Background: an optimization exercise with open tools, aiming at small area, a short achievable clock period and few clock cycles per item. Do not read the settings as production practice.
RTL that was checked went through simulation tests only; none was proved equivalent to the original.
For run 2, only the layout was checked, not whether the RTL still works.

==> flow/design.v (outline; a module is shown in full before it is edited, if it fits) <==
// module barrett_reduce_pipe: 722 lines
// module csa_fa: 10 lines
module barrett_reduce_pipe (
    input  logic        clk,
    input  logic        rst,
    input  logic        in_valid,
    input  logic [63:0] in_data,
    output logic        in_ready,
    output logic        out_valid,
    output logic [31:0] out_data,
    input  logic        out_ready,
    output logic        out_err
);
  // ...
==> flow/run.sh <==
#!/bin/bash
# synth_recipe.tcl (not shown) runs the flow's synth.tcl, then flattens the netlist and writes it again
# the make line also repeats each setting of config.mk as NAME=value (left out here)
make -C /OpenROAD-flow-scripts/flow DESIGN_CONFIG=/design/flow/config.mk WORK_HOME=/design/flow/orfs CLKGATE_MAP_FILE= SYNTH_SCRIPT=/design/flow/synth_recipe.tcl finish
==> flow/config.mk <==
export PLATFORM = sky130hd
export DESIGN_NAME = barrett_reduce_pipe
export DESIGN_NICKNAME = barrett_reduce_pipe
export VERILOG_FILES = /design/flow/design.v
export SDC_FILE = /design/flow/constraint.sdc
export NUM_CORES = 4
export LEC_CHECK = 0
export CAP_MARGIN = 20
export CORE_MARGIN = 2
export CORE_UTILIZATION = 40
export SETUP_SLACK_MARGIN = 3.5
export SLEW_MARGIN = 20
export SYNTH_HIERARCHICAL = 1
export SYNTH_MINIMUM_KEEP_SIZE = 0
==> flow/constraint.sdc <==
create_clock -name core_clock -period 9.0 [get_ports {clk}]
set_input_delay 1.8000 -clock core_clock [delete_from_list [all_inputs] [get_ports {clk}]]
set_output_delay 1.8000 -clock core_clock [all_outputs]
set_load 0.01 [all_outputs]
==> flow_summary.yaml, run 1 <==
global_route:
  grt_max_degree: 77
  grt_pass1_vias: 9983
  grt_pass1_wl_um: 56390
  antenna_found_initial: 1
critical_path:
  critPathLaunch: "q_m17v[0]"
  critPathRequiredTime_ps: 9120
  setup.worst_path.end: "q_r[29]"
  crit_type: "flip-flop to flip-flop"
  cp_max_fo: 6
synth:
  syn-cell-area_um2: 13330
  synth_seq_area_share: 0.2449
  synth-simple-area-share: 0.09878
  synth_compound_area_frac: 0.1012
  yosysMostFrequentCell: "fa_1"
  synth_top_family_by_area: "adder cells"
  synth_ff_type: "edfxtp_1"
floorplanning:
  dieArea_um2: 34790
  core-area_um2: 32700
  die_w_um: 186.5
final_layout:
  seq_cells: 109
  stdcell_area_um2: 16500
  multi_input_area_share: 0.6218
  seq_area_frac: 0.1977
  drive_above_1_share: 0.1871
detailed_routing:
  wl_met3_um: 2415
  topRoutingLayerUsed: "met5"
  met2WireLength_um: 16970
clock_network:
  root_buffer: "clkbuf_16"
  cts-htree-levels: 3
timing:
  period_share: 0.8113
  holdWs_ps: 480.8
  drv_slew: 0
  layout_min_cycle_time_ps: 7302
worst_hold_path:
  worstHoldPathType: "flip-flop to flip-flop"
placement:
  dpl.hpwl_um: 28020
  gp_congestion: 0.9091
  dp_cells: 1607
run_status:
  status: "timing/DRC/antenna clean"
Testbench counts, summed over its fixed seeds: cycles 8,016, items 8,000.
==> module barrett_reduce_pipe, before the edit <==
module barrett_reduce_pipe (
    input  logic        clk,
    input  logic        rst,
    input  logic        in_valid,
    input  logic [63:0] in_data,
    output logic        in_ready,
    output logic        out_valid,
    output logic [31:0] out_data,
    input  logic        out_ready,
    output logic        out_err
);
    wire [63:0] x = in_data;
    wire err = (x >= 64'h0DD4400077000001);    
    wire sp  = (x == 64'h0DD4400077000000);    
    logic        r_v1, r_v2;
    wire         w_rdy2 = !r_v2 || out_ready;
    wire         w_rdy1 = !r_v1 || w_rdy2;
    assign in_ready = w_rdy1;
    always_ff @(posedge clk or posedge rst) begin
        if (rst) begin
            r_v1 <= 1'b0;
            r_v2 <= 1'b0;
        end else begin
            if (w_rdy1) r_v1 <= in_valid;
            if (w_rdy2) r_v2 <= r_v1;
        end
    end
    wire m7_s1, m7_c1;
    csa_fa u_m71 (.a(x[23]), .b(x[26]), .c(x[29]), .s(m7_s1), .co(m7_c1));
    wire m7_s2, m7_c2;
    csa_fa u_m72 (.a(x[32]), .b(x[35]), .c(x[38]), .s(m7_s2), .co(m7_c2));
    wire m7_s3, m7_c3;
    csa_fa u_m73 (.a(x[41]), .b(x[44]), .c(x[47]), .s(m7_s3), .co(m7_c3));
    wire m7_s4, m7_c4;
    csa_fa u_m74 (.a(x[50]), .b(x[53]), .c(x[56]), .s(m7_s4), .co(m7_c4));
    wire m7_s5, m7_c5;
    csa_fa u_m75 (.a(x[24]), .b(x[27]), .c(x[30]), .s(m7_s5), .co(m7_c5));
    wire m7_s6, m7_c6;
    csa_fa u_m76 (.a(x[33]), .b(x[36]), .c(x[39]), .s(m7_s6), .co(m7_c6));
    wire m7_s7, m7_c7;
    csa_fa u_m77 (.a(x[42]), .b(x[45]), .c(x[48]), .s(m7_s7), .co(m7_c7));
    wire m7_s8, m7_c8;
    csa_fa u_m78 (.a(x[51]), .b(x[54]), .c(x[57]), .s(m7_s8), .co(m7_c8));
    wire m7_s9, m7_c9;
    csa_fa u_m79 (.a(x[25]), .b(x[28]), .c(x[31]), .s(m7_s9), .co(m7_c9));
    wire m7_s10, m7_c10;
    csa_fa u_m710 (.a(x[34]), .b(x[37]), .c(x[40]), .s(m7_s10), .co(m7_c10));
    wire m7_s11, m7_c11;
    csa_fa u_m711 (.a(x[43]), .b(x[46]), .c(x[49]), .s(m7_s11), .co(m7_c11));
    wire m7_s12, m7_c12;
    csa_fa u_m712 (.a(x[52]), .b(x[55]), .c(x[58]), .s(m7_s12), .co(m7_c12));
    wire m7_s13, m7_c13;
    csa_fa u_m713 (.a(x[59]), .b(m7_c9), .c(m7_c10), .s(m7_s13), .co(m7_c13));
    wire m7_s14, m7_c14;
    csa_fa u_m714 (.a(m7_c11), .b(m7_c12), .c(m7_s1), .s(m7_s14), .co(m7_c14));
    wire m7_s15, m7_c15;
    csa_fa u_m715 (.a(m7_s2), .b(m7_s3), .c(m7_s4), .s(m7_s15), .co(m7_c15));
    wire m7_s16, m7_c16;
    csa_fa u_m716 (.a(m7_c1), .b(m7_c2), .c(m7_c3), .s(m7_s16), .co(m7_c16));
    wire m7_s17, m7_c17;
    csa_fa u_m717 (.a(m7_c4), .b(m7_s5), .c(m7_s6), .s(m7_s17), .co(m7_c17));
    wire m7_s18, m7_c18;
    csa_fa u_m718 (.a(m7_c5), .b(m7_c6), .c(m7_c7), .s(m7_s18), .co(m7_c18));
    wire m7_s19, m7_c19;
    csa_fa u_m719 (.a(m7_c8), .b(m7_s9), .c(m7_s10), .s(m7_s19), .co(m7_c19));
    wire m7_s20, m7_c20;
    csa_fa u_m720 (.a(m7_c18), .b(m7_s13), .c(m7_c19), .s(m7_s20), .co(m7_c20));
    wire m7_s21, m7_c21;
    csa_fa u_m721 (.a(m7_s7), .b(m7_s8), .c(m7_c13), .s(m7_s21), .co(m7_c21));
    wire m7_s22, m7_c22;
    csa_fa u_m722 (.a(m7_c14), .b(m7_c15), .c(m7_s16), .s(m7_s22), .co(m7_c22));
    wire m7_s23, m7_c23;
    csa_fa u_m723 (.a(m7_s11), .b(m7_s12), .c(m7_c16), .s(m7_s23), .co(m7_c23));
    wire m7_s24, m7_c24;
    csa_fa u_m724 (.a(m7_c17), .b(m7_s18), .c(m7_s19), .s(m7_s24), .co(m7_c24));
    wire m7_s25, m7_c25;
    csa_fa u_m725 (.a(m7_s14), .b(m7_s15), .c(m7_c23), .s(m7_s25), .co(m7_c25));
    wire m7_s26, m7_c26;
    csa_fa u_m726 (.a(m7_s17), .b(m7_c20), .c(m7_s21), .s(m7_s26), .co(m7_c26));
    wire m7_s27, m7_c27;
    csa_fa u_m727 (.a(m7_c21), .b(m7_c22), .c(m7_s23), .s(m7_s27), .co(m7_c27));
    wire m7_s28, m7_c28;
    csa_fa u_m728 (.a(m7_s20), .b(m7_c24), .c(m7_c27), .s(m7_s28), .co(m7_c28));
    wire m7_s29, m7_c29;
    csa_fa u_m729 (.a(m7_s22), .b(m7_c25), .c(m7_s26), .s(m7_s29), .co(m7_c29));
    wire m7_s30, m7_c30;
    csa_fa u_m730 (.a(m7_s24), .b(m7_c26), .c(m7_s27), .s(m7_s30), .co(m7_c30));
    wire m17_s31, m17_c31;
    csa_fa u_m1731 (.a(x[23]), .b(~x[27]), .c(x[31]), .s(m17_s31), .co(m17_c31));
    wire m17_s32, m17_c32;
    csa_fa u_m1732 (.a(~x[35]), .b(x[39]), .c(~x[43]), .s(m17_s32), .co(m17_c32));
    wire m17_s33, m17_c33;
    csa_fa u_m1733 (.a(x[47]), .b(~x[51]), .c(x[55]), .s(m17_s33), .co(m17_c33));
    wire m17_s34, m17_c34;
    csa_fa u_m1734 (.a(x[24]), .b(~x[28]), .c(x[32]), .s(m17_s34), .co(m17_c34));
    wire m17_s35, m17_c35;
    csa_fa u_m1735 (.a(~x[36]), .b(x[40]), .c(~x[44]), .s(m17_s35), .co(m17_c35));
    wire m17_s36, m17_c36;
    csa_fa u_m1736 (.a(x[48]), .b(~x[52]), .c(x[56]), .s(m17_s36), .co(m17_c36));
    wire m17_s37, m17_c37;
    csa_fa u_m1737 (.a(x[25]), .b(~x[29]), .c(x[33]), .s(m17_s37), .co(m17_c37));
    wire m17_s38, m17_c38;
    csa_fa u_m1738 (.a(~x[37]), .b(x[41]), .c(~x[45]), .s(m17_s38), .co(m17_c38));
    wire m17_s39, m17_c39;
    csa_fa u_m1739 (.a(x[49]), .b(~x[53]), .c(x[57]), .s(m17_s39), .co(m17_c39));
    wire m17_s40, m17_c40;
    csa_fa u_m1740 (.a(x[26]), .b(~x[30]), .c(x[34]), .s(m17_s40), .co(m17_c40));
    wire m17_s41, m17_c41;
    csa_fa u_m1741 (.a(~x[38]), .b(x[42]), .c(~x[46]), .s(m17_s41), .co(m17_c41));
    wire m17_s42, m17_c42;
    csa_fa u_m1742 (.a(x[50]), .b(~x[54]), .c(x[58]), .s(m17_s42), .co(m17_c42));
    wire m17_s43, m17_c43;
    csa_fa u_m1743 (.a(~x[59]), .b(~m17_c40), .c(~m17_c41), .s(m17_s43), .co(m17_c43));
    wire m17_s44, m17_c44;
    csa_fa u_m1744 (.a(~m17_c42), .b(m17_s31), .c(m17_s32), .s(m17_s44), .co(m17_c44));
    wire m17_s45, m17_c45;
    csa_fa u_m1745 (.a(m17_c31), .b(m17_c32), .c(m17_c33), .s(m17_s45), .co(m17_c45));
    wire m17_s46, m17_c46;
    csa_fa u_m1746 (.a(m17_s34), .b(m17_s35), .c(m17_s36), .s(m17_s46), .co(m17_c46));
    wire m17_s47, m17_c47;
    csa_fa u_m1747 (.a(m17_c34), .b(m17_c35), .c(m17_c36), .s(m17_s47), .co(m17_c47));
    wire m17_s48, m17_c48;
    csa_fa u_m1748 (.a(m17_s37), .b(m17_s38), .c(m17_s39), .s(m17_s48), .co(m17_c48));
    wire m17_s49, m17_c49;
    csa_fa u_m1749 (.a(m17_c37), .b(m17_c38), .c(m17_c39), .s(m17_s49), .co(m17_c49));
    wire m17_s50, m17_c50;
    csa_fa u_m1750 (.a(m17_s40), .b(m17_s41), .c(m17_s42), .s(m17_s50), .co(m17_c50));
    wire m17_s51, m17_c51;
    csa_fa u_m1751 (.a(m17_s33), .b(~m17_c49), .c(m17_s43), .s(m17_s51), .co(m17_c51));
    wire m17_s52, m17_c52;
    csa_fa u_m1752 (.a(m17_c43), .b(m17_c44), .c(m17_s45), .s(m17_s52), .co(m17_c52));
    wire m17_s53, m17_c53;
    csa_fa u_m1753 (.a(m17_c45), .b(m17_c46), .c(m17_s47), .s(m17_s53), .co(m17_c53));
    wire m17_s54, m17_c54;
    csa_fa u_m1754 (.a(m17_c47), .b(m17_c48), .c(m17_s49), .s(m17_s54), .co(m17_c54));
    wire m17_s55, m17_c55;
    csa_fa u_m1755 (.a(~m17_c50), .b(m17_s44), .c(~m17_c54), .s(m17_s55), .co(m17_c55));
    wire m17_s56, m17_c56;
    csa_fa u_m1756 (.a(m17_s46), .b(m17_c51), .c(m17_s52), .s(m17_s56), .co(m17_c56));
    wire m17_s57, m17_c57;
    csa_fa u_m1757 (.a(m17_s48), .b(m17_c52), .c(m17_s53), .s(m17_s57), .co(m17_c57));
    wire m17_s58, m17_c58;
    csa_fa u_m1758 (.a(m17_s50), .b(m17_c53), .c(m17_s54), .s(m17_s58), .co(m17_c58));
    wire [3:0] m7v = {m7_c30, {m7_c29, m7_c28, m7_s28}};
    wire [2:0] m7w = {m7_s30, m7_s29, m7_s25};
    wire [4:0] m17v = {~m17_c58, {m17_c57, m17_c56, m17_c55, m17_s55}};
    wire [3:0] m17w = {m17_s58, m17_s57, m17_s56, m17_s51};
    wire c1_s59, c1_c59;
    assign c1_s59 = ~(x[26] ^ ~x[23]);
    assign c1_c59 = x[26] | ~x[23];
    wire c1_s60, c1_c60;
    csa_fa u_c160 (.a(x[27]), .b(~x[24]), .c(x[4]), .s(c1_s60), .co(c1_c60));
    wire c1_s61, c1_c61;
    csa_fa u_c161 (.a(x[28]), .b(~x[25]), .c(x[5]), .s(c1_s61), .co(c1_c61));
    wire c1_s62, c1_c62;
    assign c1_s62 = ~(x[29] ^ ~x[26]);
    assign c1_c62 = x[29] | ~x[26];
    wire c1_s63, c1_c63;
    csa_fa u_c163 (.a(x[30]), .b(~x[27]), .c(~x[24]), .s(c1_s63), .co(c1_c63));
    wire c1_s64, c1_c64;
    assign c1_s64 = ~(x[31] ^ ~x[28]);
    assign c1_c64 = x[31] | ~x[28];
    wire c1_s65, c1_c65;
    csa_fa u_c165 (.a(~x[25]), .b(~x[23]), .c(x[8]), .s(c1_s65), .co(c1_c65));
    wire c1_s66, c1_c66;
    csa_fa u_c166 (.a(x[32]), .b(~x[29]), .c(~x[26]), .s(c1_s66), .co(c1_c66));
    wire c1_s67, c1_c67;
    csa_fa u_c167 (.a(x[33]), .b(~x[30]), .c(~x[27]), .s(c1_s67), .co(c1_c67));
    wire c1_s68, c1_c68;
    csa_fa u_c168 (.a(x[34]), .b(~x[31]), .c(~x[28]), .s(c1_s68), .co(c1_c68));
    wire c1_s69, c1_c69;
    csa_fa u_c169 (.a(~x[26]), .b(x[23]), .c(x[11]), .s(c1_s69), .co(c1_c69));
    wire c1_s70, c1_c70;
    csa_fa u_c170 (.a(x[35]), .b(~x[32]), .c(~x[29]), .s(c1_s70), .co(c1_c70));
    wire c1_s71, c1_c71;
    csa_fa u_c171 (.a(~x[27]), .b(x[24]), .c(x[12]), .s(c1_s71), .co(c1_c71));
    wire c1_s72, c1_c72;
    csa_fa u_c172 (.a(x[36]), .b(~x[33]), .c(~x[30]), .s(c1_s72), .co(c1_c72));
    wire c1_s73, c1_c73;
    csa_fa u_c173 (.a(~x[28]), .b(x[25]), .c(x[23]), .s(c1_s73), .co(c1_c73));
    wire c1_s74, c1_c74;
    csa_fa u_c174 (.a(x[37]), .b(~x[34]), .c(~x[31]), .s(c1_s74), .co(c1_c74));
    wire c1_s75, c1_c75;
    csa_fa u_c175 (.a(~x[29]), .b(x[26]), .c(x[24]), .s(c1_s75), .co(c1_c75));
    wire c1_s76, c1_c76;
    csa_fa u_c176 (.a(x[38]), .b(~x[35]), .c(~x[32]), .s(c1_s76), .co(c1_c76));
    wire c1_s77, c1_c77;
    csa_fa u_c177 (.a(~x[30]), .b(x[27]), .c(x[25]), .s(c1_s77), .co(c1_c77));
    wire c1_s78, c1_c78;
    csa_fa u_c178 (.a(x[39]), .b(~x[36]), .c(~x[33]), .s(c1_s78), .co(c1_c78));
    wire c1_s79, c1_c79;
    csa_fa u_c179 (.a(~x[31]), .b(x[28]), .c(x[26]), .s(c1_s79), .co(c1_c79));
    wire c1_s80, c1_c80;
    csa_fa u_c180 (.a(x[40]), .b(~x[37]), .c(~x[34]), .s(c1_s80), .co(c1_c80));
    wire c1_s81, c1_c81;
    csa_fa u_c181 (.a(~x[32]), .b(x[29]), .c(x[27]), .s(c1_s81), .co(c1_c81));
    wire c1_s82, c1_c82;
    csa_fa u_c182 (.a(x[41]), .b(~x[38]), .c(~x[35]), .s(c1_s82), .co(c1_c82));
    wire c1_s83, c1_c83;
    csa_fa u_c183 (.a(~x[33]), .b(x[30]), .c(x[28]), .s(c1_s83), .co(c1_c83));
    wire c1_s84, c1_c84;
    csa_fa u_c184 (.a(x[42]), .b(~x[39]), .c(~x[36]), .s(c1_s84), .co(c1_c84));
    wire c1_s85, c1_c85;
    csa_fa u_c185 (.a(~x[34]), .b(x[31]), .c(x[29]), .s(c1_s85), .co(c1_c85));
    wire c1_s86, c1_c86;
    csa_fa u_c186 (.a(x[43]), .b(~x[40]), .c(~x[37]), .s(c1_s86), .co(c1_c86));
    wire c1_s87, c1_c87;
    csa_fa u_c187 (.a(~x[35]), .b(x[32]), .c(x[30]), .s(c1_s87), .co(c1_c87));
    wire c1_s88, c1_c88;
    csa_fa u_c188 (.a(x[44]), .b(~x[41]), .c(~x[38]), .s(c1_s88), .co(c1_c88));
    wire c1_s89, c1_c89;
    csa_fa u_c189 (.a(~x[36]), .b(x[33]), .c(x[31]), .s(c1_s89), .co(c1_c89));
    wire c1_s90, c1_c90;
    csa_fa u_c190 (.a(x[45]), .b(~x[42]), .c(~x[39]), .s(c1_s90), .co(c1_c90));
    wire c1_s91, c1_c91;
    csa_fa u_c191 (.a(~x[37]), .b(x[34]), .c(x[32]), .s(c1_s91), .co(c1_c91));
    wire c1_s92, c1_c92;
    csa_fa u_c192 (.a(x[46]), .b(~x[43]), .c(~x[40]), .s(c1_s92), .co(c1_c92));
    wire c1_s93, c1_c93;
    csa_fa u_c193 (.a(~x[38]), .b(x[35]), .c(x[33]), .s(c1_s93), .co(c1_c93));
    wire c1_s94, c1_c94;
    csa_fa u_c194 (.a(x[47]), .b(~x[44]), .c(~x[41]), .s(c1_s94), .co(c1_c94));
    wire c1_s95, c1_c95;
    csa_fa u_c195 (.a(~x[39]), .b(x[36]), .c(x[34]), .s(c1_s95), .co(c1_c95));
    wire c1_s96, c1_c96;
    csa_fa u_c196 (.a(x[48]), .b(~x[45]), .c(~x[42]), .s(c1_s96), .co(c1_c96));
    wire c1_s97, c1_c97;
    csa_fa u_c197 (.a(~x[40]), .b(x[37]), .c(x[35]), .s(c1_s97), .co(c1_c97));
    wire c1_s98, c1_c98;
    csa_fa u_c198 (.a(x[49]), .b(~x[46]), .c(~x[43]), .s(c1_s98), .co(c1_c98));
    wire c1_s99, c1_c99;
    csa_fa u_c199 (.a(~x[41]), .b(x[38]), .c(x[36]), .s(c1_s99), .co(c1_c99));
    wire c1_s100, c1_c100;
    assign c1_s100 = ~(x[50] ^ ~x[47]);
    assign c1_c100 = x[50] | ~x[47];
    wire c1_s101, c1_c101;
    csa_fa u_c1101 (.a(~x[44]), .b(~x[42]), .c(x[39]), .s(c1_s101), .co(c1_c101));
    wire c1_s102, c1_c102;
    csa_fa u_c1102 (.a(x[37]), .b(x[33]), .c(x[26]), .s(c1_s102), .co(c1_c102));
    wire c1_s103, c1_c103;
    csa_fa u_c1103 (.a(x[51]), .b(~x[48]), .c(~x[45]), .s(c1_s103), .co(c1_c103));
    wire c1_s104, c1_c104;
    csa_fa u_c1104 (.a(~x[43]), .b(x[40]), .c(x[38]), .s(c1_s104), .co(c1_c104));
    wire c1_s105, c1_c105;
    csa_fa u_c1105 (.a(x[34]), .b(x[27]), .c(~x[24]), .s(c1_s105), .co(c1_c105));
    wire c1_s106, c1_c106;
    csa_fa u_c1106 (.a(x[52]), .b(~x[49]), .c(~x[46]), .s(c1_s106), .co(c1_c106));
    wire c1_s107, c1_c107;
    csa_fa u_c1107 (.a(~x[44]), .b(x[41]), .c(x[39]), .s(c1_s107), .co(c1_c107));
    wire c1_s108, c1_c108;
    csa_fa u_c1108 (.a(x[35]), .b(x[28]), .c(~x[25]), .s(c1_s108), .co(c1_c108));
    wire c1_s109, c1_c109;
    csa_fa u_c1109 (.a(x[53]), .b(~x[50]), .c(~x[47]), .s(c1_s109), .co(c1_c109));
    wire c1_s110, c1_c110;
    csa_fa u_c1110 (.a(~x[45]), .b(x[42]), .c(x[40]), .s(c1_s110), .co(c1_c110));
    wire c1_s111, c1_c111;
    csa_fa u_c1111 (.a(x[36]), .b(x[29]), .c(~x[26]), .s(c1_s111), .co(c1_c111));
    wire c1_s112, c1_c112;
    csa_fa u_c1112 (.a(~x[23]), .b(x[6]), .c(c1_c61), .s(c1_s112), .co(c1_c112));
    wire c1_s113, c1_c113;
    csa_fa u_c1113 (.a(x[7]), .b(c1_c62), .c(c1_s63), .s(c1_s113), .co(c1_c113));
    wire c1_s114, c1_c114;
    csa_fa u_c1114 (.a(c1_c63), .b(c1_s64), .c(c1_s65), .s(c1_s114), .co(c1_c114));
    wire c1_s115, c1_c115;
    csa_fa u_c1115 (.a(~x[24]), .b(x[9]), .c(c1_c64), .s(c1_s115), .co(c1_c115));
    wire c1_s116, c1_c116;
    csa_fa u_c1116 (.a(~x[25]), .b(x[10]), .c(c1_c66), .s(c1_s116), .co(c1_c116));
    wire c1_s117, c1_c117;
    csa_fa u_c1117 (.a(c1_c67), .b(c1_s68), .c(c1_s69), .s(c1_s117), .co(c1_c117));
    wire c1_s118, c1_c118;
    csa_fa u_c1118 (.a(c1_c68), .b(c1_c69), .c(c1_s70), .s(c1_s118), .co(c1_c118));
    wire c1_s119, c1_c119;
    csa_fa u_c1119 (.a(x[13]), .b(c1_c70), .c(c1_c71), .s(c1_s119), .co(c1_c119));
    wire c1_s120, c1_c120;
    csa_fa u_c1120 (.a(x[14]), .b(c1_c72), .c(c1_c73), .s(c1_s120), .co(c1_c120));
    wire c1_s121, c1_c121;
    csa_fa u_c1121 (.a(x[15]), .b(c1_c74), .c(c1_c75), .s(c1_s121), .co(c1_c121));
    wire c1_s122, c1_c122;
    csa_fa u_c1122 (.a(x[16]), .b(c1_c76), .c(c1_c77), .s(c1_s122), .co(c1_c122));
    wire c1_s123, c1_c123;
    csa_fa u_c1123 (.a(x[23]), .b(x[17]), .c(c1_c78), .s(c1_s123), .co(c1_c123));
    wire c1_s124, c1_c124;
    csa_fa u_c1124 (.a(c1_c79), .b(c1_s80), .c(c1_s81), .s(c1_s124), .co(c1_c124));
    wire c1_s125, c1_c125;
    csa_fa u_c1125 (.a(x[24]), .b(x[18]), .c(c1_c80), .s(c1_s125), .co(c1_c125));
    wire c1_s126, c1_c126;
    csa_fa u_c1126 (.a(c1_c81), .b(c1_s82), .c(c1_s83), .s(c1_s126), .co(c1_c126));
    wire c1_s127, c1_c127;
    csa_fa u_c1127 (.a(x[25]), .b(x[19]), .c(c1_c82), .s(c1_s127), .co(c1_c127));
    wire c1_s128, c1_c128;
    csa_fa u_c1128 (.a(c1_c83), .b(c1_s84), .c(c1_s85), .s(c1_s128), .co(c1_c128));
    wire c1_s129, c1_c129;
    csa_fa u_c1129 (.a(x[26]), .b(x[20]), .c(c1_c84), .s(c1_s129), .co(c1_c129));
    wire c1_s130, c1_c130;
    csa_fa u_c1130 (.a(c1_c85), .b(c1_s86), .c(c1_s87), .s(c1_s130), .co(c1_c130));
    wire c1_s131, c1_c131;
    csa_fa u_c1131 (.a(x[27]), .b(x[21]), .c(c1_c86), .s(c1_s131), .co(c1_c131));
    wire c1_s132, c1_c132;
    csa_fa u_c1132 (.a(c1_c87), .b(c1_s88), .c(c1_s89), .s(c1_s132), .co(c1_c132));
    wire c1_s133, c1_c133;
    csa_fa u_c1133 (.a(x[28]), .b(x[22]), .c(c1_c88), .s(c1_s133), .co(c1_c133));
    wire c1_s134, c1_c134;
    csa_fa u_c1134 (.a(c1_c89), .b(c1_s90), .c(c1_s91), .s(c1_s134), .co(c1_c134));
    wire c1_s135, c1_c135;
    csa_fa u_c1135 (.a(x[29]), .b(c1_c90), .c(c1_c91), .s(c1_s135), .co(c1_c135));
    wire c1_s136, c1_c136;
    csa_fa u_c1136 (.a(x[30]), .b(x[23]), .c(c1_c92), .s(c1_s136), .co(c1_c136));
    wire c1_s137, c1_c137;
    csa_fa u_c1137 (.a(c1_c93), .b(c1_s94), .c(c1_s95), .s(c1_s137), .co(c1_c137));
    wire c1_s138, c1_c138;
    csa_fa u_c1138 (.a(x[31]), .b(x[24]), .c(c1_c94), .s(c1_s138), .co(c1_c138));
    wire c1_s139, c1_c139;
    csa_fa u_c1139 (.a(c1_c95), .b(c1_s96), .c(c1_s97), .s(c1_s139), .co(c1_c139));
    wire c1_s140, c1_c140;
    csa_fa u_c1140 (.a(x[32]), .b(x[25]), .c(c1_c96), .s(c1_s140), .co(c1_c140));
    wire c1_s141, c1_c141;
    csa_fa u_c1141 (.a(c1_c97), .b(c1_s98), .c(c1_s99), .s(c1_s141), .co(c1_c141));
    wire c1_s142, c1_c142;
    csa_fa u_c1142 (.a(~x[23]), .b(c1_c98), .c(c1_c99), .s(c1_s142), .co(c1_c142));
    wire c1_s143, c1_c143;
    csa_fa u_c1143 (.a(c1_s100), .b(c1_s101), .c(c1_s102), .s(c1_s143), .co(c1_c143));
    wire c1_s144, c1_c144;
    csa_fa u_c1144 (.a(c1_c100), .b(c1_c101), .c(c1_c102), .s(c1_s144), .co(c1_c144));
    wire c1_s145, c1_c145;
    csa_fa u_c1145 (.a(c1_s103), .b(c1_s104), .c(c1_s105), .s(c1_s145), .co(c1_c145));
    wire c1_s146, c1_c146;
    csa_fa u_c1146 (.a(c1_c103), .b(c1_c104), .c(c1_c105), .s(c1_s146), .co(c1_c146));
    wire c1_s147, c1_c147;
    csa_fa u_c1147 (.a(c1_s106), .b(c1_s107), .c(c1_s108), .s(c1_s147), .co(c1_c147));
    wire c1_s148, c1_c148;
    csa_fa u_c1148 (.a(x[23]), .b(c1_c106), .c(c1_c107), .s(c1_s148), .co(c1_c148));
    wire c1_s149, c1_c149;
    csa_fa u_c1149 (.a(c1_c108), .b(c1_s109), .c(c1_s110), .s(c1_s149), .co(c1_c149));
    wire c1_s150, c1_c150;
    csa_fa u_c1150 (.a(c1_c65), .b(c1_s66), .c(c1_c114), .s(c1_s150), .co(c1_c150));
    wire c1_s151, c1_c151;
    csa_fa u_c1151 (.a(c1_s67), .b(c1_c115), .c(c1_s116), .s(c1_s151), .co(c1_c151));
    wire c1_s152, c1_c152;
    csa_fa u_c1152 (.a(c1_s71), .b(c1_c117), .c(c1_s118), .s(c1_s152), .co(c1_c152));
    wire c1_s153, c1_c153;
    csa_fa u_c1153 (.a(c1_s72), .b(c1_s73), .c(c1_c118), .s(c1_s153), .co(c1_c153));
    wire c1_s154, c1_c154;
    csa_fa u_c1154 (.a(c1_s74), .b(c1_s75), .c(c1_c119), .s(c1_s154), .co(c1_c154));
    wire c1_s155, c1_c155;
    csa_fa u_c1155 (.a(c1_s76), .b(c1_s77), .c(c1_c120), .s(c1_s155), .co(c1_c155));
    wire c1_s156, c1_c156;
    csa_fa u_c1156 (.a(c1_s78), .b(c1_s79), .c(c1_c121), .s(c1_s156), .co(c1_c156));
    wire c1_s157, c1_c157;
    csa_fa u_c1157 (.a(c1_c122), .b(c1_s123), .c(c1_s124), .s(c1_s157), .co(c1_c157));
    wire c1_s158, c1_c158;
    csa_fa u_c1158 (.a(c1_c123), .b(c1_c124), .c(c1_s125), .s(c1_s158), .co(c1_c158));
    wire c1_s159, c1_c159;
    csa_fa u_c1159 (.a(c1_c125), .b(c1_c126), .c(c1_s127), .s(c1_s159), .co(c1_c159));
    wire c1_s160, c1_c160;
    csa_fa u_c1160 (.a(c1_c127), .b(c1_c128), .c(c1_s129), .s(c1_s160), .co(c1_c160));
    wire c1_s161, c1_c161;
    csa_fa u_c1161 (.a(c1_c129), .b(c1_c130), .c(c1_s131), .s(c1_s161), .co(c1_c161));
    wire c1_s162, c1_c162;
    csa_fa u_c1162 (.a(c1_c131), .b(c1_c132), .c(c1_s133), .s(c1_s162), .co(c1_c162));
    wire c1_s163, c1_c163;
    csa_fa u_c1163 (.a(c1_s92), .b(c1_s93), .c(c1_c133), .s(c1_s163), .co(c1_c163));
    wire c1_s164, c1_c164;
    csa_fa u_c1164 (.a(c1_c135), .b(c1_s136), .c(c1_s137), .s(c1_s164), .co(c1_c164));
    wire c1_s165, c1_c165;
    csa_fa u_c1165 (.a(c1_c136), .b(c1_c137), .c(c1_s138), .s(c1_s165), .co(c1_c165));
    wire c1_s166, c1_c166;
    csa_fa u_c1166 (.a(c1_c138), .b(c1_c139), .c(c1_s140), .s(c1_s166), .co(c1_c166));
    wire c1_s167, c1_c167;
    csa_fa u_c1167 (.a(c1_c140), .b(c1_c141), .c(c1_s142), .s(c1_s167), .co(c1_c167));
    wire c1_s168, c1_c168;
    csa_fa u_c1168 (.a(c1_c142), .b(c1_c143), .c(c1_s144), .s(c1_s168), .co(c1_c168));
    wire c1_s169, c1_c169;
    csa_fa u_c1169 (.a(c1_c144), .b(c1_c145), .c(c1_s146), .s(c1_s169), .co(c1_c169));
    wire c1_s170, c1_c170;
    csa_fa u_c1170 (.a(c1_s111), .b(c1_c146), .c(c1_c147), .s(c1_s170), .co(c1_c170));
    wire c1_s171, c1_c171;
    csa_fa u_c1171 (.a(c1_c116), .b(c1_s117), .c(c1_c151), .s(c1_s171), .co(c1_c171));
    wire c1_s172, c1_c172;
    csa_fa u_c1172 (.a(c1_s119), .b(c1_c152), .c(c1_s153), .s(c1_s172), .co(c1_c172));
    wire c1_s173, c1_c173;
    csa_fa u_c1173 (.a(c1_s120), .b(c1_c153), .c(c1_s154), .s(c1_s173), .co(c1_c173));
    wire c1_s174, c1_c174;
    csa_fa u_c1174 (.a(c1_s121), .b(c1_c154), .c(c1_s155), .s(c1_s174), .co(c1_c174));
    wire c1_s175, c1_c175;
    csa_fa u_c1175 (.a(c1_s122), .b(c1_c155), .c(c1_s156), .s(c1_s175), .co(c1_c175));
    wire c1_s176, c1_c176;
    csa_fa u_c1176 (.a(c1_s126), .b(c1_c157), .c(c1_s158), .s(c1_s176), .co(c1_c176));
    wire c1_s177, c1_c177;
    csa_fa u_c1177 (.a(c1_s128), .b(c1_c158), .c(c1_s159), .s(c1_s177), .co(c1_c177));
    wire c1_s178, c1_c178;
    csa_fa u_c1178 (.a(c1_s130), .b(c1_c159), .c(c1_s160), .s(c1_s178), .co(c1_c178));
    wire c1_s179, c1_c179;
    csa_fa u_c1179 (.a(c1_s132), .b(c1_c160), .c(c1_s161), .s(c1_s179), .co(c1_c179));
    wire c1_s180, c1_c180;
    csa_fa u_c1180 (.a(c1_s134), .b(c1_c161), .c(c1_s162), .s(c1_s180), .co(c1_c180));
    wire c1_s181, c1_c181;
    csa_fa u_c1181 (.a(c1_c134), .b(c1_s135), .c(c1_c162), .s(c1_s181), .co(c1_c181));
    wire c1_s182, c1_c182;
    csa_fa u_c1182 (.a(c1_s139), .b(c1_c164), .c(c1_s165), .s(c1_s182), .co(c1_c182));
    wire c1_s183, c1_c183;
    csa_fa u_c1183 (.a(c1_s141), .b(c1_c165), .c(c1_s166), .s(c1_s183), .co(c1_c183));
    wire c1_s184, c1_c184;
    csa_fa u_c1184 (.a(c1_s143), .b(c1_c166), .c(c1_s167), .s(c1_s184), .co(c1_c184));
    wire c1_s185, c1_c185;
    csa_fa u_c1185 (.a(c1_s145), .b(c1_c167), .c(c1_s168), .s(c1_s185), .co(c1_c185));
    wire c1_s186, c1_c186;
    csa_fa u_c1186 (.a(c1_s147), .b(c1_c168), .c(c1_s169), .s(c1_s186), .co(c1_c186));
    wire c1_s187, c1_c187;
    csa_fa u_c1187 (.a(c1_s148), .b(c1_s149), .c(c1_c169), .s(c1_s187), .co(c1_c187));
    wire c1_s188, c1_c188;
    csa_fa u_c1188 (.a(c1_c156), .b(c1_s157), .c(c1_c175), .s(c1_s188), .co(c1_c188));
    wire c1_s189, c1_c189;
    csa_fa u_c1189 (.a(c1_s163), .b(c1_c180), .c(c1_s181), .s(c1_s189), .co(c1_c189));
    wire c1_s190, c1_c190;
    csa_fa u_c1190 (.a(c1_c163), .b(c1_s164), .c(c1_c181), .s(c1_s190), .co(c1_c190));
    wire c1_s191, c1_c191;
    csa_fa u_c1191 (.a(c1_s170), .b(c1_c186), .c(c1_s187), .s(c1_s191), .co(c1_c191));
    wire [30:0] s1 = {c1_s191, c1_c185, c1_c184, c1_c183, c1_c182, c1_c190, c1_c189, c1_s189, c1_c179, c1_c178, c1_c177, c1_c176, c1_c188, c1_s188, c1_c174, c1_c173, c1_c172, c1_s172, c1_s152, c1_s171, c1_c150, c1_s115, c1_c113, c1_c112, c1_s62, c1_c60, c1_c59, x[3], x[25], x[24], x[23]};
    wire [30:0] c1 = {1'b0, c1_s186, c1_s185, c1_s184, c1_s183, c1_s182, c1_s190, 1'b0, c1_s180, c1_s179, c1_s178, c1_s177, c1_s176, 1'b0, c1_s175, c1_s174, c1_s173, 1'b0, c1_c171, 1'b0, c1_s151, c1_s150, c1_s114, c1_s113, c1_s112, c1_s61, c1_s60, c1_s59, x[2], x[1], x[0]};
    logic [3:0]  q_m7v;
    logic [2:0]  q_m7w;
    logic [4:0]  q_m17v;
    logic [3:0]  q_m17w;
    logic [30:0] q_s1, q_c1;
    logic        q_sp, q_err1;
    always_ff @(posedge clk) begin
        if (w_rdy1) begin
            q_m7v  <= m7v;
            q_m7w  <= m7w;
            q_m17v <= m17v;
            q_m17w <= m17w;
            q_s1   <= s1;
            q_c1   <= c1;
            q_sp   <= sp;
            q_err1 <= err;
        end
    end
    wire [3:0] t7  = {1'b0, q_m7v[2:0]} + {1'b0, q_m7w} + {3'b0, q_m7v[3]};
    wire [4:0] s17 = {1'b0, q_m17v[3:0]} + {1'b0, q_m17w} + {4'b0, q_m17v[4]};
    localparam logic [47:0] TA_T = 48'h2358d11ac688;
    wire [2:0] ta = TA_T[t7 * 3 +: 3];
    localparam logic [95:0] TC_T = 96'h1ac688d634422358d11ac688;
    wire [2:0] tc = TC_T[s17 * 3 +: 3];
    localparam logic [191:0] TQ_T = 192'h159d1042b3a2885674d10ace3a215967442bace885159d10;
    wire [2:0] tq = TQ_T[{ta, tc} * 3 +: 3];
    wire [2:0] t = q_sp ? 3'd7 : tq;
    localparam logic [991:0] MK_T = 992'hd1c3c3c48590226ecf317aa1268560d95d4f98c0db28dfddf7651c7470f0f159e62f5595d4f98cefbb28e56798bd51df7651d1df7651c000000077dd947060bf7653a38787890b2044dd9e62f5424d0ac1b2ba9f3181b651bfbbeeca38e8e1e1e2b3cc5eab2ba9f319df7651cacf317aa3beeca3a3beeca380000000;
    wire [30:0] mk = MK_T[s17 * 31 +: 31];
    localparam logic [247:0] TK_T = 248'h77000003f0924929e649249fd6db6dc7c24924bfadb6db9fadb6db80000000;
    wire [30:0] tk = TK_T[t * 31 +: 31];
    wire c2_s192, c2_c192;
    csa_fa u_c2192 (.a(q_s1[0]), .b(q_c1[0]), .c(mk[0]), .s(c2_s192), .co(c2_c192));
    wire c2_s193, c2_c193;
    csa_fa u_c2193 (.a(q_s1[1]), .b(q_c1[1]), .c(mk[1]), .s(c2_s193), .co(c2_c193));
    wire c2_s194, c2_c194;
    csa_fa u_c2194 (.a(q_s1[2]), .b(q_c1[2]), .c(mk[2]), .s(c2_s194), .co(c2_c194));
    wire c2_s195, c2_c195;
    csa_fa u_c2195 (.a(q_s1[3]), .b(q_c1[3]), .c(mk[3]), .s(c2_s195), .co(c2_c195));
    wire c2_s196, c2_c196;
    csa_fa u_c2196 (.a(q_s1[4]), .b(q_c1[4]), .c(mk[4]), .s(c2_s196), .co(c2_c196));
    wire c2_s197, c2_c197;
    csa_fa u_c2197 (.a(q_s1[5]), .b(q_c1[5]), .c(mk[5]), .s(c2_s197), .co(c2_c197));
    wire c2_s198, c2_c198;
    csa_fa u_c2198 (.a(q_s1[6]), .b(q_c1[6]), .c(mk[6]), .s(c2_s198), .co(c2_c198));
    wire c2_s199, c2_c199;
    csa_fa u_c2199 (.a(q_s1[7]), .b(q_c1[7]), .c(mk[7]), .s(c2_s199), .co(c2_c199));
    wire c2_s200, c2_c200;
    csa_fa u_c2200 (.a(q_s1[8]), .b(q_c1[8]), .c(mk[8]), .s(c2_s200), .co(c2_c200));
    wire c2_s201, c2_c201;
    csa_fa u_c2201 (.a(q_s1[9]), .b(q_c1[9]), .c(mk[9]), .s(c2_s201), .co(c2_c201));
    wire c2_s202, c2_c202;
    csa_fa u_c2202 (.a(q_s1[10]), .b(q_c1[10]), .c(mk[10]), .s(c2_s202), .co(c2_c202));
    wire c2_s203, c2_c203;
    csa_fa u_c2203 (.a(q_s1[11]), .b(q_c1[11]), .c(mk[11]), .s(c2_s203), .co(c2_c203));
    wire c2_s204, c2_c204;
    csa_fa u_c2204 (.a(q_s1[12]), .b(q_c1[12]), .c(mk[12]), .s(c2_s204), .co(c2_c204));
    wire c2_s205, c2_c205;
    csa_fa u_c2205 (.a(q_s1[13]), .b(q_c1[13]), .c(mk[13]), .s(c2_s205), .co(c2_c205));
    wire c2_s206, c2_c206;
    csa_fa u_c2206 (.a(q_s1[14]), .b(q_c1[14]), .c(mk[14]), .s(c2_s206), .co(c2_c206));
    wire c2_s207, c2_c207;
    csa_fa u_c2207 (.a(q_s1[15]), .b(q_c1[15]), .c(mk[15]), .s(c2_s207), .co(c2_c207));
    wire c2_s208, c2_c208;
    csa_fa u_c2208 (.a(q_s1[16]), .b(q_c1[16]), .c(mk[16]), .s(c2_s208), .co(c2_c208));
    wire c2_s209, c2_c209;
    csa_fa u_c2209 (.a(q_s1[17]), .b(q_c1[17]), .c(mk[17]), .s(c2_s209), .co(c2_c209));
    wire c2_s210, c2_c210;
    csa_fa u_c2210 (.a(q_s1[18]), .b(q_c1[18]), .c(mk[18]), .s(c2_s210), .co(c2_c210));
    wire c2_s211, c2_c211;
    csa_fa u_c2211 (.a(q_s1[19]), .b(q_c1[19]), .c(mk[19]), .s(c2_s211), .co(c2_c211));
    wire c2_s212, c2_c212;
    csa_fa u_c2212 (.a(q_s1[20]), .b(q_c1[20]), .c(mk[20]), .s(c2_s212), .co(c2_c212));
    wire c2_s213, c2_c213;
    csa_fa u_c2213 (.a(q_s1[21]), .b(q_c1[21]), .c(mk[21]), .s(c2_s213), .co(c2_c213));
    wire c2_s214, c2_c214;
    csa_fa u_c2214 (.a(q_s1[22]), .b(q_c1[22]), .c(mk[22]), .s(c2_s214), .co(c2_c214));
    wire c2_s215, c2_c215;
    csa_fa u_c2215 (.a(q_s1[23]), .b(q_c1[23]), .c(mk[23]), .s(c2_s215), .co(c2_c215));
    wire c2_s216, c2_c216;
    csa_fa u_c2216 (.a(q_s1[24]), .b(q_c1[24]), .c(mk[24]), .s(c2_s216), .co(c2_c216));
    wire c2_s217, c2_c217;
    csa_fa u_c2217 (.a(q_s1[25]), .b(q_c1[25]), .c(mk[25]), .s(c2_s217), .co(c2_c217));
    wire c2_s218, c2_c218;
    csa_fa u_c2218 (.a(q_s1[26]), .b(q_c1[26]), .c(mk[26]), .s(c2_s218), .co(c2_c218));
    wire c2_s219, c2_c219;
    csa_fa u_c2219 (.a(q_s1[27]), .b(q_c1[27]), .c(mk[27]), .s(c2_s219), .co(c2_c219));
    wire c2_s220, c2_c220;
    csa_fa u_c2220 (.a(q_s1[28]), .b(q_c1[28]), .c(mk[28]), .s(c2_s220), .co(c2_c220));
    wire c2_s221, c2_c221;
    csa_fa u_c2221 (.a(q_s1[29]), .b(q_c1[29]), .c(mk[29]), .s(c2_s221), .co(c2_c221));
    wire c2_s222, c2_c222;
    csa_fa u_c2222 (.a(q_s1[30]), .b(q_c1[30]), .c(mk[30]), .s(c2_s222), .co(c2_c222));
    wire c2_s223, c2_c223;
    csa_fa u_c2223 (.a(c2_c192), .b(c2_s193), .c(tk[1]), .s(c2_s223), .co(c2_c223));
    wire c2_s224, c2_c224;
    csa_fa u_c2224 (.a(c2_c193), .b(c2_s194), .c(tk[2]), .s(c2_s224), .co(c2_c224));
    wire c2_s225, c2_c225;
    csa_fa u_c2225 (.a(c2_c194), .b(c2_s195), .c(tk[3]), .s(c2_s225), .co(c2_c225));
    wire c2_s226, c2_c226;
    csa_fa u_c2226 (.a(c2_c195), .b(c2_s196), .c(tk[4]), .s(c2_s226), .co(c2_c226));
    wire c2_s227, c2_c227;
    csa_fa u_c2227 (.a(c2_c196), .b(c2_s197), .c(tk[5]), .s(c2_s227), .co(c2_c227));
    wire c2_s228, c2_c228;
    csa_fa u_c2228 (.a(c2_c197), .b(c2_s198), .c(tk[6]), .s(c2_s228), .co(c2_c228));
    wire c2_s229, c2_c229;
    csa_fa u_c2229 (.a(c2_c198), .b(c2_s199), .c(tk[7]), .s(c2_s229), .co(c2_c229));
    wire c2_s230, c2_c230;
    csa_fa u_c2230 (.a(c2_c199), .b(c2_s200), .c(tk[8]), .s(c2_s230), .co(c2_c230));
    wire c2_s231, c2_c231;
    csa_fa u_c2231 (.a(c2_c200), .b(c2_s201), .c(tk[9]), .s(c2_s231), .co(c2_c231));
    wire c2_s232, c2_c232;
    csa_fa u_c2232 (.a(c2_c201), .b(c2_s202), .c(tk[10]), .s(c2_s232), .co(c2_c232));
    wire c2_s233, c2_c233;
    csa_fa u_c2233 (.a(c2_c202), .b(c2_s203), .c(tk[11]), .s(c2_s233), .co(c2_c233));
    wire c2_s234, c2_c234;
    csa_fa u_c2234 (.a(c2_c203), .b(c2_s204), .c(tk[12]), .s(c2_s234), .co(c2_c234));
    wire c2_s235, c2_c235;
    csa_fa u_c2235 (.a(c2_c204), .b(c2_s205), .c(tk[13]), .s(c2_s235), .co(c2_c235));
    wire c2_s236, c2_c236;
    csa_fa u_c2236 (.a(c2_c205), .b(c2_s206), .c(tk[14]), .s(c2_s236), .co(c2_c236));
    wire c2_s237, c2_c237;
    csa_fa u_c2237 (.a(c2_c206), .b(c2_s207), .c(tk[15]), .s(c2_s237), .co(c2_c237));
    wire c2_s238, c2_c238;
    csa_fa u_c2238 (.a(c2_c207), .b(c2_s208), .c(tk[16]), .s(c2_s238), .co(c2_c238));
    wire c2_s239, c2_c239;
    csa_fa u_c2239 (.a(c2_c208), .b(c2_s209), .c(tk[17]), .s(c2_s239), .co(c2_c239));
    wire c2_s240, c2_c240;
    csa_fa u_c2240 (.a(c2_c209), .b(c2_s210), .c(tk[18]), .s(c2_s240), .co(c2_c240));
    wire c2_s241, c2_c241;
    csa_fa u_c2241 (.a(c2_c210), .b(c2_s211), .c(tk[19]), .s(c2_s241), .co(c2_c241));
    wire c2_s242, c2_c242;
    csa_fa u_c2242 (.a(c2_c211), .b(c2_s212), .c(tk[20]), .s(c2_s242), .co(c2_c242));
    wire c2_s243, c2_c243;
    csa_fa u_c2243 (.a(c2_c212), .b(c2_s213), .c(tk[21]), .s(c2_s243), .co(c2_c243));
    wire c2_s244, c2_c244;
    csa_fa u_c2244 (.a(c2_c213), .b(c2_s214), .c(tk[22]), .s(c2_s244), .co(c2_c244));
    wire c2_s245, c2_c245;
    csa_fa u_c2245 (.a(c2_c214), .b(c2_s215), .c(tk[23]), .s(c2_s245), .co(c2_c245));
    wire c2_s246, c2_c246;
    csa_fa u_c2246 (.a(c2_c215), .b(c2_s216), .c(tk[24]), .s(c2_s246), .co(c2_c246));
    wire c2_s247, c2_c247;
    csa_fa u_c2247 (.a(c2_c216), .b(c2_s217), .c(tk[25]), .s(c2_s247), .co(c2_c247));
    wire c2_s248, c2_c248;
    csa_fa u_c2248 (.a(c2_c217), .b(c2_s218), .c(tk[26]), .s(c2_s248), .co(c2_c248));
    wire c2_s249, c2_c249;
    csa_fa u_c2249 (.a(c2_c218), .b(c2_s219), .c(tk[27]), .s(c2_s249), .co(c2_c249));
    wire c2_s250, c2_c250;
    csa_fa u_c2250 (.a(c2_c219), .b(c2_s220), .c(tk[28]), .s(c2_s250), .co(c2_c250));
    wire c2_s251, c2_c251;
    csa_fa u_c2251 (.a(c2_c220), .b(c2_s221), .c(tk[29]), .s(c2_s251), .co(c2_c251));
    wire c2_s252, c2_c252;
    csa_fa u_c2252 (.a(c2_c221), .b(c2_s222), .c(tk[30]), .s(c2_s252), .co(c2_c252));
    wire [30:0] s2 = {c2_c251, c2_c250, c2_c249, c2_c248, c2_c247, c2_c246, c2_c245, c2_c244, c2_c243, c2_c242, c2_c241, c2_c240, c2_c239, c2_c238, c2_c237, c2_c236, c2_c235, c2_c234, c2_c233, c2_c232, c2_c231, c2_c230, c2_c229, c2_c228, c2_c227, c2_c226, c2_c225, c2_c224, c2_c223, c2_s223, c2_s192};
    wire [30:0] c2 = {c2_s252, c2_s251, c2_s250, c2_s249, c2_s248, c2_s247, c2_s246, c2_s245, c2_s244, c2_s243, c2_s242, c2_s241, c2_s240, c2_s239, c2_s238, c2_s237, c2_s236, c2_s235, c2_s234, c2_s233, c2_s232, c2_s231, c2_s230, c2_s229, c2_s228, c2_s227, c2_s226, c2_s225, c2_s224, 1'b0, tk[0]};
    wire [30:0] ca_p = s2 ^ c2;
    wire [30:0] ca_g = s2 & c2;
    wire ca_G1 = ca_g[1] | (ca_p[1] & ca_g[0]);
    wire ca_G2 = ca_g[3] | (ca_p[3] & ca_g[2]);
    wire ca_P2 = ca_p[3] & ca_p[2];
    wire ca_G3 = ca_g[5] | (ca_p[5] & ca_g[4]);
    wire ca_P3 = ca_p[5] & ca_p[4];
    wire ca_G4 = ca_g[7] | (ca_p[7] & ca_g[6]);
    wire ca_P4 = ca_p[7] & ca_p[6];
    wire ca_G5 = ca_g[9] | (ca_p[9] & ca_g[8]);
    wire ca_P5 = ca_p[9] & ca_p[8];
    wire ca_G6 = ca_g[11] | (ca_p[11] & ca_g[10]);
    wire ca_P6 = ca_p[11] & ca_p[10];
    wire ca_G7 = ca_g[13] | (ca_p[13] & ca_g[12]);
    wire ca_P7 = ca_p[13] & ca_p[12];
    wire ca_G8 = ca_g[15] | (ca_p[15] & ca_g[14]);
    wire ca_P8 = ca_p[15] & ca_p[14];
    wire ca_G9 = ca_g[17] | (ca_p[17] & ca_g[16]);
    wire ca_P9 = ca_p[17] & ca_p[16];
    wire ca_G10 = ca_g[19] | (ca_p[19] & ca_g[18]);
    wire ca_P10 = ca_p[19] & ca_p[18];
    wire ca_G11 = ca_g[21] | (ca_p[21] & ca_g[20]);
    wire ca_P11 = ca_p[21] & ca_p[20];
    wire ca_G12 = ca_g[23] | (ca_p[23] & ca_g[22]);
    wire ca_P12 = ca_p[23] & ca_p[22];
    wire ca_G13 = ca_g[25] | (ca_p[25] & ca_g[24]);
    wire ca_P13 = ca_p[25] & ca_p[24];
    wire ca_G14 = ca_g[27] | (ca_p[27] & ca_g[26]);
    wire ca_P14 = ca_p[27] & ca_p[26];
    wire ca_G15 = ca_g[29] | (ca_p[29] & ca_g[28]);
    wire ca_P15 = ca_p[29] & ca_p[28];
    wire ca_G16 = ca_G2 | (ca_P2 & ca_G1);
    wire ca_G17 = ca_G4 | (ca_P4 & ca_G3);
    wire ca_P17 = ca_P4 & ca_P3;
    wire ca_G18 = ca_G6 | (ca_P6 & ca_G5);
    wire ca_P18 = ca_P6 & ca_P5;
    wire ca_G19 = ca_G8 | (ca_P8 & ca_G7);
    wire ca_P19 = ca_P8 & ca_P7;
    wire ca_G20 = ca_G10 | (ca_P10 & ca_G9);
    wire ca_P20 = ca_P10 & ca_P9;
    wire ca_G21 = ca_G12 | (ca_P12 & ca_G11);
    wire ca_P21 = ca_P12 & ca_P11;
    wire ca_G22 = ca_G14 | (ca_P14 & ca_G13);
    wire ca_P22 = ca_P14 & ca_P13;
    wire ca_G23 = ca_G17 | (ca_P17 & ca_G16);
    wire ca_G24 = ca_G19 | (ca_P19 & ca_G18);
    wire ca_P24 = ca_P19 & ca_P18;
    wire ca_G25 = ca_G21 | (ca_P21 & ca_G20);
    wire ca_P25 = ca_P21 & ca_P20;
    wire ca_G26 = ca_G24 | (ca_P24 & ca_G23);
    wire ca_G27 = ca_G25 | (ca_P25 & ca_G26);
    wire ca_G28 = ca_G18 | (ca_P18 & ca_G23);
    wire ca_G29 = ca_G20 | (ca_P20 & ca_G26);
    wire ca_G30 = ca_G22 | (ca_P22 & ca_G27);
    wire ca_G31 = ca_G3 | (ca_P3 & ca_G16);
    wire ca_G32 = ca_G5 | (ca_P5 & ca_G23);
    wire ca_G33 = ca_G7 | (ca_P7 & ca_G28);
    wire ca_G34 = ca_G9 | (ca_P9 & ca_G26);
    wire ca_G35 = ca_G11 | (ca_P11 & ca_G29);
    wire ca_G36 = ca_G13 | (ca_P13 & ca_G27);
    wire ca_G37 = ca_G15 | (ca_P15 & ca_G30);
    wire ca_G38 = ca_g[2] | (ca_p[2] & ca_G1);
    wire ca_G39 = ca_g[4] | (ca_p[4] & ca_G16);
    wire ca_G40 = ca_g[6] | (ca_p[6] & ca_G31);
    wire ca_G41 = ca_g[8] | (ca_p[8] & ca_G23);
    wire ca_G42 = ca_g[10] | (ca_p[10] & ca_G32);
    wire ca_G43 = ca_g[12] | (ca_p[12] & ca_G28);
    wire ca_G44 = ca_g[14] | (ca_p[14] & ca_G33);
    wire ca_G45 = ca_g[16] | (ca_p[16] & ca_G26);
    wire ca_G46 = ca_g[18] | (ca_p[18] & ca_G34);
    wire ca_G47 = ca_g[20] | (ca_p[20] & ca_G29);
    wire ca_G48 = ca_g[22] | (ca_p[22] & ca_G35);
    wire ca_G49 = ca_g[24] | (ca_p[24] & ca_G27);
    wire ca_G50 = ca_g[26] | (ca_p[26] & ca_G36);
    wire ca_G51 = ca_g[28] | (ca_p[28] & ca_G30);
    wire ca_G52 = ca_g[30] | (ca_p[30] & ca_G37);
    wire [30:0] r = ca_p ^ {ca_G37, ca_G51, ca_G30, ca_G50, ca_G36, ca_G49, ca_G27, ca_G48, ca_G35, ca_G47, ca_G29, ca_G46, ca_G34, ca_G45, ca_G26, ca_G44, ca_G33, ca_G43, ca_G28, ca_G42, ca_G32, ca_G41, ca_G23, ca_G40, ca_G31, ca_G39, ca_G16, ca_G38, ca_G1, ca_g[0], 1'b0};
    logic [30:0] q_r;
    logic        q_err2;
    always_ff @(posedge clk) begin
        if (w_rdy2) begin
            q_r    <= r;
            q_err2 <= q_err1;
        end
    end
    wire        neg = q_r[30];
    wire [22:0] inc_p = q_r[22:0] ^ {22'd0, neg};
    wire [22:0] inc_g = q_r[22:0] & {22'd0, neg};
    wire inc_G1 = inc_g[1] | (inc_p[1] & inc_g[0]);
    wire inc_G2 = inc_g[3] | (inc_p[3] & inc_g[2]);
    wire inc_P2 = inc_p[3] & inc_p[2];
    wire inc_G3 = inc_g[5] | (inc_p[5] & inc_g[4]);
    wire inc_P3 = inc_p[5] & inc_p[4];
    wire inc_G4 = inc_g[7] | (inc_p[7] & inc_g[6]);
    wire inc_P4 = inc_p[7] & inc_p[6];
    wire inc_G5 = inc_g[9] | (inc_p[9] & inc_g[8]);
    wire inc_P5 = inc_p[9] & inc_p[8];
    wire inc_G6 = inc_g[11] | (inc_p[11] & inc_g[10]);
    wire inc_P6 = inc_p[11] & inc_p[10];
    wire inc_G7 = inc_g[13] | (inc_p[13] & inc_g[12]);
    wire inc_P7 = inc_p[13] & inc_p[12];
    wire inc_G8 = inc_g[15] | (inc_p[15] & inc_g[14]);
    wire inc_P8 = inc_p[15] & inc_p[14];
    wire inc_G9 = inc_g[17] | (inc_p[17] & inc_g[16]);
    wire inc_P9 = inc_p[17] & inc_p[16];
    wire inc_G10 = inc_g[19] | (inc_p[19] & inc_g[18]);
    wire inc_P10 = inc_p[19] & inc_p[18];
    wire inc_G11 = inc_g[21] | (inc_p[21] & inc_g[20]);
    wire inc_P11 = inc_p[21] & inc_p[20];
    wire inc_G12 = inc_G2 | (inc_P2 & inc_G1);
    wire inc_G13 = inc_G4 | (inc_P4 & inc_G3);
    wire inc_P13 = inc_P4 & inc_P3;
    wire inc_G14 = inc_G6 | (inc_P6 & inc_G5);
    wire inc_P14 = inc_P6 & inc_P5;
    wire inc_G15 = inc_G8 | (inc_P8 & inc_G7);
    wire inc_P15 = inc_P8 & inc_P7;
    wire inc_G16 = inc_G10 | (inc_P10 & inc_G9);
    wire inc_P16 = inc_P10 & inc_P9;
    wire inc_G17 = inc_G13 | (inc_P13 & inc_G12);
    wire inc_G18 = inc_G15 | (inc_P15 & inc_G14);
    wire inc_P18 = inc_P15 & inc_P14;
    wire inc_G19 = inc_G18 | (inc_P18 & inc_G17);
    wire inc_G20 = inc_G14 | (inc_P14 & inc_G17);
    wire inc_G21 = inc_G16 | (inc_P16 & inc_G19);
    wire inc_G22 = inc_G3 | (inc_P3 & inc_G12);
    wire inc_G23 = inc_G5 | (inc_P5 & inc_G17);
    wire inc_G24 = inc_G7 | (inc_P7 & inc_G20);
    wire inc_G25 = inc_G9 | (inc_P9 & inc_G19);
    wire inc_G26 = inc_G11 | (inc_P11 & inc_G21);
    wire inc_G27 = inc_g[2] | (inc_p[2] & inc_G1);
    wire inc_G28 = inc_g[4] | (inc_p[4] & inc_G12);
    wire inc_G29 = inc_g[6] | (inc_p[6] & inc_G22);
    wire inc_G30 = inc_g[8] | (inc_p[8] & inc_G17);
    wire inc_G31 = inc_g[10] | (inc_p[10] & inc_G23);
    wire inc_G32 = inc_g[12] | (inc_p[12] & inc_G20);
    wire inc_G33 = inc_g[14] | (inc_p[14] & inc_G24);
    wire inc_G34 = inc_g[16] | (inc_p[16] & inc_G19);
    wire inc_G35 = inc_g[18] | (inc_p[18] & inc_G25);
    wire inc_G36 = inc_g[20] | (inc_p[20] & inc_G21);
    wire inc_G37 = inc_g[22] | (inc_p[22] & inc_G26);
    wire [22:0] lo = inc_p ^ {inc_G26, inc_G36, inc_G21, inc_G35, inc_G25, inc_G34, inc_G19, inc_G33, inc_G24, inc_G32, inc_G20, inc_G31, inc_G23, inc_G30, inc_G17, inc_G29, inc_G22, inc_G28, inc_G12, inc_G27, inc_G1, inc_g[0], 1'b0};
    wire        lo_c = neg & (&q_r[22:0]);
    wire [7:0]  hi  = {1'b0, q_r[29:23]} + {1'b0, {3{neg}}, 1'b0, {3{neg}}} + {7'd0, lo_c};
    wire [29:0] res = {hi[6:0], lo};
    assign out_valid = r_v2;
    assign out_data  = {2'b0, res & {30{r_v2}}};
    assign out_err   = r_v2 & q_err2;
endmodule
==> run 2, diff against run 1 <==
--- a/flow/design.v
+++ b/flow/design.v
@@ -18,2 +18,4 @@
     assign in_ready = w_rdy1;
+    wire         w_ld1  = w_rdy1 && in_valid;
+    wire         w_ld2  = w_rdy2 && r_v1;
     always_ff @(posedge clk or posedge rst) begin
@@ -143,6 +145,8 @@
     csa_fa u_m1758 (.a(m17_s50), .b(m17_c53), .c(m17_s54), .s(m17_s58), .co(m17_c58));
-    wire [3:0] m7v = {m7_c30, {m7_c29, m7_c28, m7_s28}};
-    wire [2:0] m7w = {m7_s30, m7_s29, m7_s25};
-    wire [4:0] m17v = {~m17_c58, {m17_c57, m17_c56, m17_c55, m17_s55}};
-    wire [3:0] m17w = {m17_s58, m17_s57, m17_s56, m17_s51};
+    wire [3:0] t7  = {1'b0, {m7_c29, m7_c28, m7_s28}} + {1'b0, {m7_s30, m7_s29, m7_s25}} + {3'b0, m7_c30};
+    wire [4:0] e_s17 = {1'b0, {m17_c57, m17_c56, m17_c55, m17_s55}} + {1'b0, {m17_s58, m17_s57, m17_s56, m17_s51}} + {4'b0, ~m17_c58};
+    localparam logic [47:0] E_TA_T = 48'h2358d11ac688;
+    wire [2:0] e_ta = E_TA_T[t7 * 3 +: 3];
+    localparam logic [95:0] E_TC_T = 96'h1ac688d634422358d11ac688;
+    wire [2:0] e_tc = E_TC_T[e_s17 * 3 +: 3];
     wire c1_s59, c1_c59;
@@ -419,6 +423,4 @@
     wire [30:0] c1 = {1'b0, c1_s186, c1_s185, c1_s184, c1_s183, c1_s182, c1_s190, 1'b0, c1_s180, c1_s179, c1_s178, c1_s177, c1_s176, 1'b0, c1_s175, c1_s174, c1_s173, 1'b0, c1_c171, 1'b0, c1_s151, c1_s150, c1_s114, c1_s113, c1_s112, c1_s61, c1_s60, c1_s59, x[2], x[1], x[0]};
-    logic [3:0]  q_m7v;
-    logic [2:0]  q_m7w;
-    logic [4:0]  q_m17v;
-    logic [3:0]  q_m17w;
+    logic [2:0]  q_ta, q_tc;
+    logic [4:0]  q_s17;
     logic [30:0] q_s1, q_c1;
@@ -426,7 +428,6 @@
     always_ff @(posedge clk) begin
-        if (w_rdy1) begin
-            q_m7v  <= m7v;
-            q_m7w  <= m7w;
-            q_m17v <= m17v;
-            q_m17w <= m17w;
+        if (w_ld1) begin
+            q_ta   <= e_ta;
+            q_tc   <= e_tc;
+            q_s17  <= e_s17;
             q_s1   <= s1;
@@ -437,8 +438,5 @@
     end
-    wire [3:0] t7  = {1'b0, q_m7v[2:0]} + {1'b0, q_m7w} + {3'b0, q_m7v[3]};
-    wire [4:0] s17 = {1'b0, q_m17v[3:0]} + {1'b0, q_m17w} + {4'b0, q_m17v[4]};
-    localparam logic [47:0] TA_T = 48'h2358d11ac688;
-    wire [2:0] ta = TA_T[t7 * 3 +: 3];
-    localparam logic [95:0] TC_T = 96'h1ac688d634422358d11ac688;
-    wire [2:0] tc = TC_T[s17 * 3 +: 3];
+    wire [4:0] s17 = q_s17;
+    wire [2:0] ta = q_ta;
+    wire [2:0] tc = q_tc;
     localparam logic [191:0] TQ_T = 192'h159d1042b3a2885674d10ace3a215967442bace885159d10;
@@ -654,3 +652,3 @@
     always_ff @(posedge clk) begin
-        if (w_rdy2) begin
+        if (w_ld2) begin
             q_r    <= r;
--- a/flow/config.mk
+++ b/flow/config.mk
@@ -10,3 +10,3 @@
 export CORE_UTILIZATION = 40
-export SETUP_SLACK_MARGIN = 3.5
+export SETUP_SLACK_MARGIN = 2.5
 export SLEW_MARGIN = 20
==> flow_summary.yaml, run 2 <==
worst_hold_path:
  whs_endpoint: "q_err2"
  worstHoldPathType: "flip-flop to flip-flop"
  worstHoldStart: "q_err1"
  worst_hold_path.num_cells: 0
job:
  drv_cap: 0
floorplanning:
  die_h_um: 185.2
  ios: 103
  initial_utilization: 0.4046
  die_w_um: 185.2
  rows: 66
  core-area_um2: 32450
  dieArea_um2: 34290
final_layout:
  finish.utilization: 0.4630
  nets: 1605
  stdcell_area_um2: 15030
  final_common_cell: "fa_1"
  n_antenna_cell: 0
  drive_above_1_share: 0.05080
  syn2layout_area_growth_pct: 14.44
  top_regs: "q_r x31, q_s1 x31, q_c1 x26"
  final_cell_mix: "fa_1 (266), edfxtp_1 (102), ha_1 (92)"
critical_path:
  crit_top_cell: "fa_1"
  r2r_start: "q_s17[1]"
  rr_endpoint: "q_r[23]"
  critPathRequiredTime_ps: 9110
  cp_max_fo: 6
  worstPathCellList: "dlygate4sd2_1 -> fa_1 -> fa_1 -> fa_1 -> fa_1 -> fa_1 -> fa_2 -> fa_2 -> inv_1 -> ha_1 -> mux4_2"
  crit_path_top_delay_cell: "fa_2"
  crit_path_end_kind: "flip-flop"
  slowest_delay_ps: 600
  crit_type: "input pin to flip-flop"
  rr_worst_depth: 19
  cp-start-kind: "input pin"
  arrival_ps: 6420
  rrSetupSlack_ps: 2880
global_route:
  antenna_found_initial: 0
  track_usage: 0.2036
  grt_pass1_vias: 9021
  gr-total-overflow: 0
  grt_pass1_wl_um: 52010
  grt_max_degree: 71
detailed_routing:
  drt-pass1-iter-count: 5
  drt-total-wl_um: 32700
  drc: 0
  num_vias: 8598
  initialDrtViolationCount: 679
  wire_per_inst_um: 20.15
  ant_nets: 0
  vias_per_cell: 5.298
timing:
  period_share: 0.7017
  drv_slew: 0
  worstMarginPinSlew_ps: 928.2
  layout_min_cycle_time_ps: 6316
  max_slew_margin: 0.3812
  holdWs_ps: 441.3
  tns_ps: 0
  clock-skew-final_ps: 19.54
  setup_viol: 0
  rsz0062_at_grt: "false"
  fmax_ghz: 0.1583
  hold_viol_final: 0
clock_network:
  cts-htree-levels: 3
  root_buffer: "clkbuf_16"
  cts_inserted_buffers: 9
  cts.sinks: 104
  worstSkewPairLatency_ps: 370
  hold_buffers: 0
  cts_tree: "yes"
  clock_path_buffers: 2
  clk_pin_slew_ps: 80
placement:
  placed_area_um2: 14600
  gp_congestion: 0.9229
  dpl.hpwl_um: 27200
  io_buffers: 100
synth:
  synth_seq_area_share: 0.2371
  async_flop_share: 0.01923
  yosys-top-cells-count: "fa_1 (268), edfxtp_1 (102), ha_1 (93), inv_1 (82), nand2_1 (68)"
  syn_inst: 1080
  yosysUniqueCellTypes: 63
  yosysMostFrequentCell: "fa_1"
  netlist.area_leader.share: 0.4086
  syn_avg_cell_area_um2: 12.16
  synth_edf_count: 102
  yosys_warnings: 7
  syn-cell-area_um2: 13130
  synth_seq_cells: 104
  yosys.area.top_type: "fa_1"
  synth_area_leaders: "fa_1 (41%), edfxtp_1 (23%), ha_1 (8.9%)"
  synth_ff_type: "edfxtp_1"
run_status:
  status: "timing/DRC/antenna clean"
run 2: kinds of logic after synthesis:
group                    count (synthesis)  synth area share
other                                    1         0.0002856
AO/OA/AOI/OAI                          193           0.09376
adder cells (fa/ha/maj)                361            0.4972
flip-flops                             104            0.2371
XOR/XNOR                                41           0.02792
buffers and inverters                  121           0.03573
multiplexers                            17           0.01563
AND/OR/NAND/NOR                        242           0.09243
run 2: through the flow:
step                      worst slack (ps)  std cells
final                                 2684       1623
after CTS                             2451       1614
after detailed placement              1594       1598
after global routing                  2506       1623
after global placement                1754       1598
after floorplan                       2981       1086
run 2: worst max-delay path: cells and delay by family:
family	cells	cell delay [ps]
mux	1	440
fa+ha+maj	8	3550
buf+inv	2	640
run 2: modules after synthesis, one instance, submodules excluded:
module | cells inside | flops+latches | cell area, um^2
barrett_reduce_pipe | 832 | 104 | 8167
csa_fa | 1 | 0 | 20.02
run 2: how the worst max path moves through the flow:
stage                      from  endpoint  slack (ps)
finish              in_data[38]   q_ta[1]        2680
global route           q_s17[1]   q_r[23]        2510
floorplan           in_data[32]   q_ta[1]        2980
CTS                 in_data[37]   q_tc[0]        2450
global placement    in_data[28]   q_tc[0]        1750
detailed placement  in_data[28]   q_tc[0]        1590
run 2: per-layer routing:
layer	up-vias	track usage	wire, um
met4	0	0.05746	659
met2	310	0.3251	15210
met3	44	0.03126	1886
li1	3882	-	-
met1	4362	0.2897	14950
met5	-	0	0
run 2: area by class of cell:
cell class,instances,area [um^2]
clock inverters,7,86.33
flip-flops and latches,104,3113
well taps,442,553.0
clock buffers,9,225.2
fillers,2934,17430
multi-input cells,861,9607
repair buffers,115,1124
inverters,85,319.1
run 2: repair_timing:
item,4_1_cts,5_1_grt
resized for setup,16,30
endpoints found under the setup margin,7,8
buffers inserted,0,9
pin swaps,0,2

-- separate check: timing with driven ports --
Ports are ideal in the flow. The routed layouts listed here were re-timed in OpenROAD. Step 1 sets driving cells, clkbuf_16 on the clock port and buf_2 on the other inputs (assumed; they add their load-dependent delay and slew). Step 2 moves the port delays by t, midway between the first and last clock arrival at a register: inputs arrive t later, outputs are due t later. That takes back most of the time a late clock gives input paths. Three values: ideal ports, drivers, drivers and shift; two values: the first two.
run | shift t [ns] | slack for setup (ns) | worst register clock-pin slew, ns | worst data-port slew with drivers (ns) | pins driven straight from the clock port
run 1 | 0.406 | 1.698 / 1.698 / 1.698 | 0.08 / 0.08 | 0.04 | 1
run 2 | 0.407 | 2.684 / 2.709 / 2.302 | 0.09 / 0.09 | 0.04 | 1
After both steps setup and hold are still met in every run listed. The setup slack of run 2, which loses most, moves by +0.025 ns with the drivers and by -0.382 ns with both steps.
